Source: an optimization exercise on an open RTL-to-GDS flow (aim: small area, a short achievable clock period and few clock cycles per item). Production flows keep margins and buffers that such runs may drop. Function was checked by simulation only, so behaviour that the tests miss may differ from the original. Power is estimated from default activity; no workload was simulated.

--- design.v ---
`timescale 1ns/1ps
module dijkstra_top
(
    input  logic    clk,
    input  logic    reset,
    input  logic    edge_valid,
    input  logic [4-1:0]   node_count,
    input  logic [4-1:0]   edge_src,
    input  logic [4-1:0]   edge_dst,
    input  logic [4-1:0] edge_weight,
    input  logic    edge_last,
    input  logic    dist_ready,
    output logic    edge_ready,
    output logic    dist_valid,
    output logic [4-1:0]   dist_node,
    output logic [8-1:0]   dist_value,
    output logic    dist_last
);
    localparam int NE = 24;
    localparam int NN = 16;
    localparam logic [7:0] INF = 8'd255;
    logic [3:0] ea [NE];           
    logic [3:0] eb [NE];           
    logic [3:0] ew [NE];           
    logic [NE-1:0] evalid;         
    logic [NE-1:0] dirty;
    logic [4:0] cnt;               
    logic       loaded;            
    logic [3:0] load_last_node;
    logic       dinit;             
    logic [7:0] d [NN];
    logic       er;                
    logic       fire;
    logic [4:0] wslot;
    logic       in_v;
    logic [4:0] in_slot;
    logic [3:0] in_a, in_b, in_w;
    logic       done;              
    logic       fv;
    logic [4:0] fk;
    logic [3:0] fa, fb, fw;
    logic       rv, rok;
    logic [4:0] rk;
    logic [3:0] ra, rb, rw;
    logic [7:0] rda, rdb;
    logic [NE-1:0] rr_mask;        
    logic       s_v;
    logic [3:0] s_idx, s_last_node;
    logic [NN-1:0] own;
    always_comb for (int i = 0; i < NN; i++) own[i] = (i == 0) || !s_v || (4'(i) < s_idx);
    function automatic logic [NE-1:0] first_one(input logic [NE-1:0] x);
        logic [NE-1:0] below;      
        below[0] = 1'b0;
        for (int j = 1; j < NE; j++) below[j] = below[j-1] | x[j-1];
        first_one = x & ~below;
    endfunction
    logic [NE-1:0] cand_hi, pick_oh, next_mask;
    logic          any_dirty, any_hi;
    logic [4:0]    pick;
    logic [3:0]    pa, pb, pw;
    always_comb begin
        cand_hi   = dirty & rr_mask;
        any_dirty = |dirty;
        any_hi    = |cand_hi;
        pick_oh   = any_hi ? first_one(cand_hi) : first_one(dirty);
        next_mask[0] = 1'b0;
        for (int j = 1; j < NE; j++) next_mask[j] = next_mask[j-1] | pick_oh[j-1];
        pick = '0;
        for (int j = 0; j < NE; j++) pick = pick | ({5{pick_oh[j]}} & 5'(j));
        pa = ea[pick];
        pb = eb[pick];
        pw = ew[pick];
    end
    wire do_pick = any_dirty;
    function automatic logic improves(input logic [7:0] dto, input logic [7:0] dfrom,
                                      input logic [3:0] w);
        logic [9:0] x, y, z, s, c;
        logic [10:0] g, p;         
        logic [10:0] gg, pp, gn, pn;
        x = {2'b00, dto};
        y = {2'b11, ~dfrom};
        z = {6'b111111, ~w};
        s = x ^ y ^ z;
        c = {(x[8:0] & y[8:0]) | (x[8:0] & z[8:0]) | (y[8:0] & z[8:0]), 1'b0};
        g = {s & c, 1'b1};
        p = {s ^ c, 1'b0};
        gg = g;
        pp = p;
        for (int k = 1; k < 11; k = k * 2) begin
            gn = gg;
            pn = pp;
            for (int i = k; i < 11; i++) begin
                gn[i] = gg[i] | (pp[i] & gg[i-k]);
                pn[i] = pp[i] & pp[i-k];
            end
            gg = gn;
            pp = pn;
        end
        improves = ~(p[10] ^ gg[9]);
    endfunction
    logic [8:0] ca, cb;            
    logic       upd_a, upd_b, chg, bounce;
    logic [3:0] wnode;
    logic [7:0] wval;
    always_comb begin
        cb = {1'b0, rda} + {5'b0, rw};
        ca = {1'b0, rdb} + {5'b0, rw};
        upd_b  = rv && rok && improves(rdb, rda, rw);
        upd_a  = rv && rok && improves(rda, rdb, rw);    
        chg    = upd_a || upd_b;
        bounce = rv && !rok;
        wnode  = upd_b ? rb : ra;
        wval   = upd_b ? cb[7:0] : ca[7:0];
    end
    logic [NE-1:0] mark;
    always_comb begin
        for (int j = 0; j < NE; j++)
            mark[j] = chg && evalid[j] && (ea[j] == wnode || eb[j] == wnode) &&
                      !(rk == 5'(j)) && !(fv && fk == 5'(j));
    end
    logic [7:0] fda, fdb;
    always_comb begin
        if (upd_b && rb == fa)      fda = cb[7:0];
        else if (upd_a && ra == fa) fda = ca[7:0];
        else                        fda = d[fa];
        if (upd_b && rb == fb)      fdb = cb[7:0];
        else if (upd_a && ra == fb) fdb = ca[7:0];
        else                        fdb = d[fb];
    end
    logic [NN-1:0] reached;
    always_comb for (int i = 0; i < NN; i++) reached[i] = own[i] && (d[i] != INF);
    logic new_dirty;
    always_comb new_dirty = reached[in_a] || reached[in_b] ||
                            (upd_a && (in_a == ra || in_b == ra)) ||
                            (upd_b && (in_a == rb || in_b == rb));
    always_comb for (int j = 0; j < NE; j++) evalid[j] = 5'(j) < cnt;
    wire pdone  = loaded && !done && !in_v && !any_dirty && !fv && !(|mark) && !bounce && !s_v;
    assign fire  = edge_valid && er;
    assign wslot = done ? 5'd0 : cnt;
    wire s_fire  = s_v && dist_ready;
    always_ff @(posedge clk) begin
        if (!reset) begin
            in_v       <= 1'b0;
            done       <= 1'b0;
            er         <= 1'b1;
            edge_ready <= 1'b1;
            dirty      <= '0;
            cnt        <= '0;
            loaded     <= 1'b0;
            dinit      <= 1'b1;
            fv         <= 1'b0;
            rv         <= 1'b0;
            rr_mask    <= '1;
            s_v        <= 1'b0;
            dist_valid <= 1'b0;
        end else begin
            dinit <= 1'b0;
            in_v  <= fire;
            done  <= pdone;
            if (pdone) begin
                er         <= 1'b1;
                edge_ready <= 1'b1;
            end
            if (fire && edge_last) begin
                er         <= 1'b0;
                edge_ready <= 1'b0;
            end
            if (done) begin
                cnt    <= fire ? 5'd1 : 5'd0;
                loaded <= fire && edge_last;
            end else if (fire) begin
                cnt <= cnt + 1'b1;
                if (edge_last) loaded <= 1'b1;
            end
            for (int j = 0; j < NE; j++) begin
                if (pick_oh[j])
                    dirty[j] <= 1'b0;
                else if (mark[j] || (bounce && rk == 5'(j)))
                    dirty[j] <= 1'b1;
            end
            if (in_v) dirty[in_slot] <= new_dirty;
            fv <= do_pick;
            rv <= fv;
            if (do_pick) rr_mask <= next_mask;
            if (done) begin
                dirty       <= '0;
                s_v         <= 1'b1;
                dist_valid  <= 1'b1;
                s_idx       <= '0;
                dist_node   <= '0;
                s_last_node <= load_last_node;
                dist_last   <= 1'b0;
                dist_value  <= 8'd0;            
            end else if (s_fire) begin
                if (dist_last) begin
                    s_v        <= 1'b0;
                    dist_valid <= 1'b0;
                end
                s_idx      <= s_idx + 1'b1;
                dist_node  <= s_idx + 1'b1;
                dist_last  <= (s_idx + 1'b1) == s_last_node;
                dist_value <= d[s_idx + 1'b1];
            end
        end
    end
    always_ff @(posedge clk) begin
        in_a    <= edge_src;
        in_b    <= edge_dst;
        in_w    <= edge_weight;
        in_slot <= wslot;
        if (fire) load_last_node <= node_count - 1'b1;
        if (in_v) begin
            ea[in_slot] <= in_a;
            eb[in_slot] <= in_b;
            ew[in_slot] <= in_w;
        end
        if (do_pick) begin
            fk <= pick;
            fa <= pa;
            fb <= pb;
            fw <= pw;
        end
        if (fv) begin
            rk  <= fk;
            ra  <= fa;
            rb  <= fb;
            rw  <= fw;
            rda <= fda;
            rdb <= fdb;
            rok <= own[fa] && own[fb];
        end
        d[0] <= 8'd0;
        for (int i = 1; i < NN; i++) begin
            if (dinit)
                d[i] <= INF;
            else if (chg && wnode == 4'(i))
                d[i] <= wval;
            else if (s_v && s_idx == 4'(i))
                d[i] <= INF;           
        end
    end
endmodule
--- run.sh ---
#!/bin/bash
# synth_recipe.tcl (not shown) runs the flow's synth.tcl, then flattens the netlist and writes it again
# the make line also repeats each setting of config.mk as NAME=value (left out here)
make -C /OpenROAD-flow-scripts/flow DESIGN_CONFIG=/design/flow/config.mk WORK_HOME=/design/flow/orfs CLKGATE_MAP_FILE= SYNTH_SCRIPT=/design/flow/synth_recipe.tcl finish
--- config.mk ---
export PLATFORM = sky130hd
export DESIGN_NAME = dijkstra_top
export DESIGN_NICKNAME = dijkstra_top
export VERILOG_FILES = /design/flow/design.v
export SDC_FILE = /design/flow/constraint.sdc
export NUM_CORES = 4
export LEC_CHECK = 0
export CAP_MARGIN = 20
export CORE_MARGIN = 2
export CORE_UTILIZATION = 40
export SLEW_MARGIN = 20
--- constraint.sdc ---
create_clock -name core_clock -period 12.0 [get_ports {clk}]
set_input_delay 2.4000 -clock core_clock [delete_from_list [all_inputs] [get_ports {clk}]]
set_output_delay 2.4000 -clock core_clock [all_outputs]
set_load 0.01 [all_outputs]
==> flow_metrics.tcl, run 1 <==
set metrics [dict create \
    grt_max_degree 80 \
    die-area_um2 82900 \
    die_x_um 288 \
    worst_pin_slew_ns 1.10 \
    post_cts_resized 0 \
    wire_per_inst_um 29.1 \
    synth_edf_count 360 \
    place.gp.congestion 1.06 \
    cts.sinks 558 \
    insertion_delay_ns 0.69 \
    dr.pass1.iters 7 \
    cts_buffers 60 \
    muxShareOfSynthArea 0.0795 \
    htreeDepth 2 \
    ys_warn_count 2 \
    nets 3314 \
    crit_path_top_delay_cell "and2_2" \
    peakVddDrop_v 0.000130 \
    cts.reportedPaths.clkPinSlew_ns 0.07 \
    yosysTopAreaCellShare 0.335 \
    grt_overflow 0 \
    clk_path_buf_depth 3 \
    grt_setup_unrepaired "no" \
    startpoint_type "flip-flop" \
    status "complete, no violations" \
    crit_required_ns 12.51 \
    finalMaxSlewViolations 0 \
    synth_fa_ha_area_frac 0.0258 \
    drtIter0Drc 3648 \
    std_cell_rows 104 \
    setup_tns_ns 0 \
    port_buffers 35 \
    path_delay_family "compound AO/OA/AOI/OAI gates" \
    synthXorXnorAreaFrac 0.0568 \
    p_leak_uw 0.0133 \
    setup_viol 0 \
    post-cts-setup-buffer-count 0 \
    cp_num_buf_inv 1 \
    syn_nets 3358 \
    synth.cell_area_um2 32200 \
    start_util 0.402 \
    antenna_found_initial 2 \
    first_global_vias 25600 \
    clock_skew_ns 0.0859 \
    cap_violations 0 \
    cp_slowest_stage_delay_ns 0.99 \
    path_cells "inv_1 -> fa_1 -> ha_1 -> a21oi_1 -> o211ai_1 -> a32oi_2 -> and2_2 -> xnor2_1 -> nor4_1 -> a41oi_1 -> a2111oi_0 -> nor4b_1 -> a41oi_1 -> o21ai_1" \
    dp_hpwl_mm 88.9 \
    dp_slack_ns 5.73 \
    synth_top_cell_by_area "edfxtp_1" \
    crit_top_cell "a41oi_1" \
    synthArstFlopShare 0 \
    drive_gt1_frac 0.0898 \
    synth_flop_cell "edfxtp_1" \
    seq_area_frac_synth 0.458 \
    syn_area_per_cell_um2 9.84 \
    synth.area.top_cells "edfxtp_1 (34%), dfxtp_1 (12%), mux2i_1 (6.5%)" \
    min_path_type "flip-flop to flip-flop" \
    synth_seq_cells 558 \
    area_growth_pct 10.6 \
    io_pins 36 \
    worst_slack_ns 6.09 \
    ant_nets 0 \
    worstSetupEndpointType "flip-flop" \
    synth_cells 3278 \
    total_power_uw 4420 \
    synth_compound_area_frac 0.150 \
    grt_pass1_wl_mm 182 \
    cts_tree "yes" \
    wl_mm 126 \
    viasPerCell 6.34 \
    synth_top_family_by_area "simple AND/OR/NAND/NOR gates" \
    synth_cell_types 100 \
    fin_crit_ns 5.91 \
    vias 27600 \
    relSlewSlack 0.248 \
    hold_viol 0 \
    cts_hold_buf 0 \
    root_buffer "clkbuf_16" \
    coreArea_um2 80200 \
    arrival_ns 6.42 \
    period_share 0.492 \
    gr-usage-all-layers 0.298 \
    die_y_um 288 \
    p_per_area_nw_per_um2 124 \
    yosys.area_share.simple 0.192 \
    drc 0 \
    fmax_mhz 169 \
    cp_max_fo 31 \
    crit_type "flip-flop to flip-flop" \
]
-- per-stage QoR --
step / utilization / instance area, µm² / hold slack, ns / std cells
2_1_floorplan: - / 32200 / 0.400 / 3278
3_3_place_gp: 0.418 / 33500 / 0.402 / 4227
3_5_place_dp: 0.418 / 33500 / 0.405 / 4227
4_1_cts: 0.444 / 35600 / 0.419 / 4341
5_1_grt: 0.445 / 35700 / 0.428 / 4346
6_report: 0.445 / 35700 / 0.418 / 4347
-- per-layer routing --
layer | vias up | GRT usage | wire, µm
li1 | 12100 | - | -
met1 | 13300 | 0.386 | 49800
met2 | 1684 | 0.470 | 56600
met3 | 415 | 0.0568 | 11600
met4 | 4 | 0.166 | 8410
met5 | - | 0 | 27
-- power breakdown --
group	internal, µW	switching (µW)	leakage [µW]	total [µW]
Combinational	131	252	0.00739	383
Sequential	2070	35.6	0.00485	2110
Clock	1100	830	0.00101	1930
Total	3300	1120	0.0133	4420
-- path summary, 6_finish.rpt --
kind	startpoint	end	slack, ns	depth (start not counted)
worst max-delay path	rw[1]	edge_ready	6.09	14
worst max register to register	rw[1]	edge_ready	6.09	14
worst min-delay path	load_last_node[2]	s_last_node[2]	0.42	0
worst min register to register	load_last_node[2]	s_last_node[2]	0.42	0
-- synth_stat cells, drive strengths merged, types with 34 or more instances --
cell type and instances:
xnor2 183, a221oi 38, o21bai 66, buf 70
nor2b 35, inv 60, mux2i 209, nand3 135
ha 49, nor3 139, nor4 61, nand2 310
or2 34, edfxtp 360, nand2b 49, and3 62
nand4 61, nor2 262, a21oi 163, clkbuf 147
a22oi 51, o21ai 98, dfxtp 198
-- logic make-up after synthesis --
logic type	after synthesis
compound gates	688
fa+ha+maj	61
simple gates	1237
buf+inv	280
xor+xnor	209
flops	558
mux	245
-- layout make-up --
type	count	area (µm²)
diodes	1	2.50
clock buffers	74	1630
clock inverters	40	454
fillers	7712	44500
inverters	63	243
multi-input cells	2440	16300
flip-flops and latches	558	14800
well taps	1060	1330
repair buffers	111	926
-- registers in the layout, summed over array words and instances, names as in the netlist, 5 cells and up --
name and flops:
rdb 8, in_slot 5, dist_value 8, rda 8, cnt 5, rk 5
d 120, eb 96, ea 96, fk 5, ew 96, rr_mask 24
dirty 24
-- layout by cell type, fill, tap and decap left out, types with 18 or more instances in the layout --
cell | Yosys | layout
a22o_1 | 31 | 31
edfxtp_1 | 360 | 360
a221oi_1 | 35 | 35
mux2i_1 | 209 | 208
a21o_1 | 20 | 20
nand4_1 | 61 | 61
nor3_1 | 137 | 134
xor2_1 | 26 | 26
a32oi_1 | 28 | 26
and2_1 | 30 | 26
or2_2 | 34 | 34
nand2b_1 | 49 | 49
clkdlybuf4s50_1 | 0 | 35
nand3_1 | 131 | 131
a22oi_1 | 51 | 51
a31oi_1 | 26 | 26
mux2_2 | 29 | 29
xnor2_1 | 183 | 183
nor2b_1 | 35 | 35
a21oi_1 | 163 | 163
and3_1 | 62 | 62
ha_1 | 49 | 49
nor4_1 | 57 | 57
inv_1 | 59 | 59
dfxtp_1 | 198 | 196
buf_4 | 15 | 72
o21bai_1 | 66 | 66
nor2_1 | 261 | 258
clkbuf_16 | 0 | 61
nand2_1 | 309 | 308
o2111ai_1 | 18 | 18
o21ai_0 | 94 | 93
Testbench counts, summed over its fixed seeds: cycles 12,459, jobs 320.
==> run 2, diff against run 1 <==
--- a/design.v
+++ b/design.v
@@ -135,5 +135,5 @@
                             (upd_b && (in_a == rb || in_b == rb));
     always_comb for (int j = 0; j < NE; j++) evalid[j] = 5'(j) < cnt;
-    wire pdone  = loaded && !done && !in_v && !any_dirty && !fv && !(|mark) && !bounce && !s_v;
+    wire pdone  = loaded && !done && !in_v && !any_dirty && !fv && !chg && !bounce && !s_v;
     assign fire  = edge_valid && er;
     assign wslot = done ? 5'd0 : cnt;
==> flow_metrics.tcl, run 2 <==
set metrics [dict create \
    status "complete, no violations" \
    r2r_start "dirty[11]" \
    seq_area_frac_synth 0.451 \
    fillers 7639 \
    die_x_um 290 \
    hold_viol 0 \
    final_cell_mix "nand2_1 (371), edfxtp_1 (360), dfxtp_1 (196)" \
    fmax_mhz 157 \
    holdPathStages 0 \
    cts_buffers 66 \
    dr.pass1.iters 7 \
    clk_path_buf_depth 3 \
    nets 3417 \
    arrival_ns 6.71 \
    dp_hpwl_mm 89.4 \
    synth.area.top_cells "edfxtp_1 (33%), dfxtp_1 (12%), xnor2_1 (4.6%)" \
    post_cts_resized 0 \
    wl_met1_mm 52.4 \
    routed.top_layer "met5" \
    path_cells "a222oi_1 -> nand3_1 -> nor4_4 -> a41o_1 -> nor2_1 -> buf_4 -> and3_4 -> inv_4 -> buf_4 -> mux2_2 -> o211a_1 -> o21ai_0 -> nand4_1" \
    worst_pin_slew_ns 1.15 \
    drive_gt1_frac 0.101 \
    crit_top_cell "buf_4" \
    htreeDepth 3 \
    route.met3.wl_mm 15.8 \
    worst_slack_ns 5.65 \
    synth_top_cell_by_area "edfxtp_1" \
    final_area_um2 36500 \
    period_share 0.529 \
    wl_mm 129 \
    first_global_vias 27200 \
    cp_slowest_stage_delay_ns 0.91 \
    crit_required_ns 12.36 \
    cts_tree "yes" \
    synth_edf_count 360 \
    multi_input_area_um2 16800 \
    port_buffers 35 \
    ys_warn_count 2 \
    die-area_um2 84300 \
    grt_max_degree 70 \
    area_growth_pct 11.2 \
    die_y_um 290 \
    internal_power_uw 3440 \
    p_per_area_nw_per_um2 128 \
    worstSetupEndpointType "flip-flop" \
    crit_type "flip-flop to flip-flop" \
    p_leak_uw 0.0125 \
    root_buffer "clkbuf_16" \
    relSlewSlack 0.233 \
    startpoint_type "flip-flop" \
    r2r-end "fw[1]" \
    grt_pass1_wl_mm 189 \
    cts.sinks 558 \
    clock_skew_ns 0.0453 \
    swShare 0.262 \
    coreArea_um2 80800 \
    viasPerCell 6.58 \
    syn_area_per_cell_um2 9.62 \
    total_power_uw 4660 \
    synthArstFlopShare 0 \
    finalMaxSlewViolations 0 \
    synth_cell_types 90 \
    antenna_found_initial 5 \
    cap_violations 0 \
    peakVddDrop_v 0.000129 \
    hold_start "load_last_node[0]" \
    setup_tns_ns 0 \
    largest_reg_flops 120 \
    post-cts-setup-buffer-count 0 \
    pwr-share-comb 0.092 \
    yosysTopAreaCellShare 0.330 \
    ant_nets 0 \
    grt_setup_unrepaired "no" \
    placed_area_um2 34200 \
    min_path_type "flip-flop to flip-flop" \
    pwr-share-seq 0.452 \
    final-seq-area_um2 14800 \
    cts.reportedPaths.clkPinSlew_ns 0.06 \
    syn_nets 3489 \
    synth_flop_cell "edfxtp_1" \
    grt_overflow 0 \
    insertion_delay_ns 0.65 \
    fin_crit_ns 6.35 \
    drtIter0Drc 4154 \
    std_cell_rows 104 \
    yosysMostFrequentCell "nand2_1" \
    reg2regPathDepth 13 \
    drc 0 \
    cp_num_buf_inv 3 \
    holdPathEnd "s_last_node[0]" \
    crit_path_top_delay_cell "a222oi_1" \
    yosys-top-cells-count "nand2_1 (371), edfxtp_1 (360), dfxtp_1 (198)" \
    layout_commonest_cell "nand2_1" \
    wl_met2_mm 54.4 \
    cp_max_fo 51 \
    cts_hold_buf 0 \
    place.gp.congestion 1.04 \
    setup_viol 0 \
    dp_slack_ns 5.91 \
    synth_seq_cells 558 \
    clock_power_share 0.456 \
    synth_cells 3409 \
    power_switching_uw 1220 \
    wire_per_inst_um 29.0 \
    io_pins 36 \
    synth.cell_area_um2 32800 \
    rrSetupSlack_ns 5.65 \
    fin_hold_ws_ns 0.426 \
    start_util 0.406 \
    largest_register "d" \
    vias 29300 \
    path_delay_family "simple AND/OR/NAND/NOR gates" \
    gr-usage-all-layers 0.298 \
]
run 2: worst max-delay path by stage:
stage | cells past startpoint | from | to
detailed placement | 13 | dirty[11] | fw[1]
global route | 13 | dirty[11] | fw[3]
floorplan | 14 | rw[1] | d[15][6]
finish | 13 | dirty[11] | fw[1]
CTS | 13 | dirty[11] | fw[3]
global placement | 13 | dirty[11] | fw[1]
run 2: logic make-up after synthesis:
family          count (synthesis)  synth area share
simple gates                 1249             0.198
compound gates                856             0.182
fa+ha+maj                      59            0.0248
buf+inv                       346            0.0425
flops                         558             0.451
mux                           143            0.0491
xor+xnor                      198            0.0529
run 2: final cells by class:
class,count,share of cell area
Clock buffer,82,0.0490
Tap cell,1060,0.0364
Clock inverter,37,0.0131
Timing Repair Buffer,124,0.0279
Inverter,82,0.00855
Multi-Input combinational cell,2505,0.460
Sequential cell,558,0.405
Antenna cell,1,0.0000686
run 2: power by group through the flow:
stage / sequential (µW) / combinational [µW] / clock, µW
floorplan: 2130 / 271 / 0
global placement: 2150 / 415 / 0
detailed placement: 2150 / 416 / 0
CTS: 2100 / 417 / 2150
global route: 2110 / 454 / 2220
finish: 2110 / 429 / 2130
run 2: stage by stage:
step                 util  std cells
global placement    0.422       4328
CTS                 0.451       4448
finish              0.451       4449
floorplan               -       3409
global route        0.451       4448
detailed placement  0.423       4329
run 2: layer usage:
layer | global-route usage | vias to the layer above
li1 | - | 12700
met1 | 0.407 | 14100
met2 | 0.440 | 2008
met3 | 0.0846 | 390
met4 | 0.130 | 4
met5 | 0 | -
run 2: worst reg2reg max path, stage by stage, from the launching register on:
cell and delay (ns):
dfxtp_1 0.39, a222oi_1 0.92, nand3_1 0.64, nor4_4 0.88, a41o_1 0.45, nor2_1 0.16, buf_4 0.21, and3_4 0.32
inv_4 0.35, buf_4 0.60, mux2_2 0.47, o211a_1 0.20, o21ai_0 0.36, nand4_1 0.14
Testbench counts of run 2, summed over its fixed seeds: cycles 12,532, jobs 320.

[re-timing with driven ports]
In the flow no input, the clock included, has a driving cell. The finished layouts below were timed again as built, in two steps. Step 1, drivers: a clkbuf_16 drives clk and a buf_2 each remaining input, both assumed. Step 2, shift: input delay + t, output delay - t, t = (earliest + latest rising clock arrival at the registers) / 2. This alone moves slack from input paths to output paths. a / b / c = ideal ports / drivers / drivers and shift; a / b = the first two.
run | t (ns) | setup slack, ns | clock arrival spread, ns | worst slew at a driven data input, ns
run 1 | 0.714 | 6.093 / 6.093 / 6.093 | 0.088 / 0.088 | 0.04
run 2 | 0.696 | 5.648 / 5.648 / 5.648 | 0.046 / 0.046 | 0.04
After both steps every run listed still meets setup and hold.
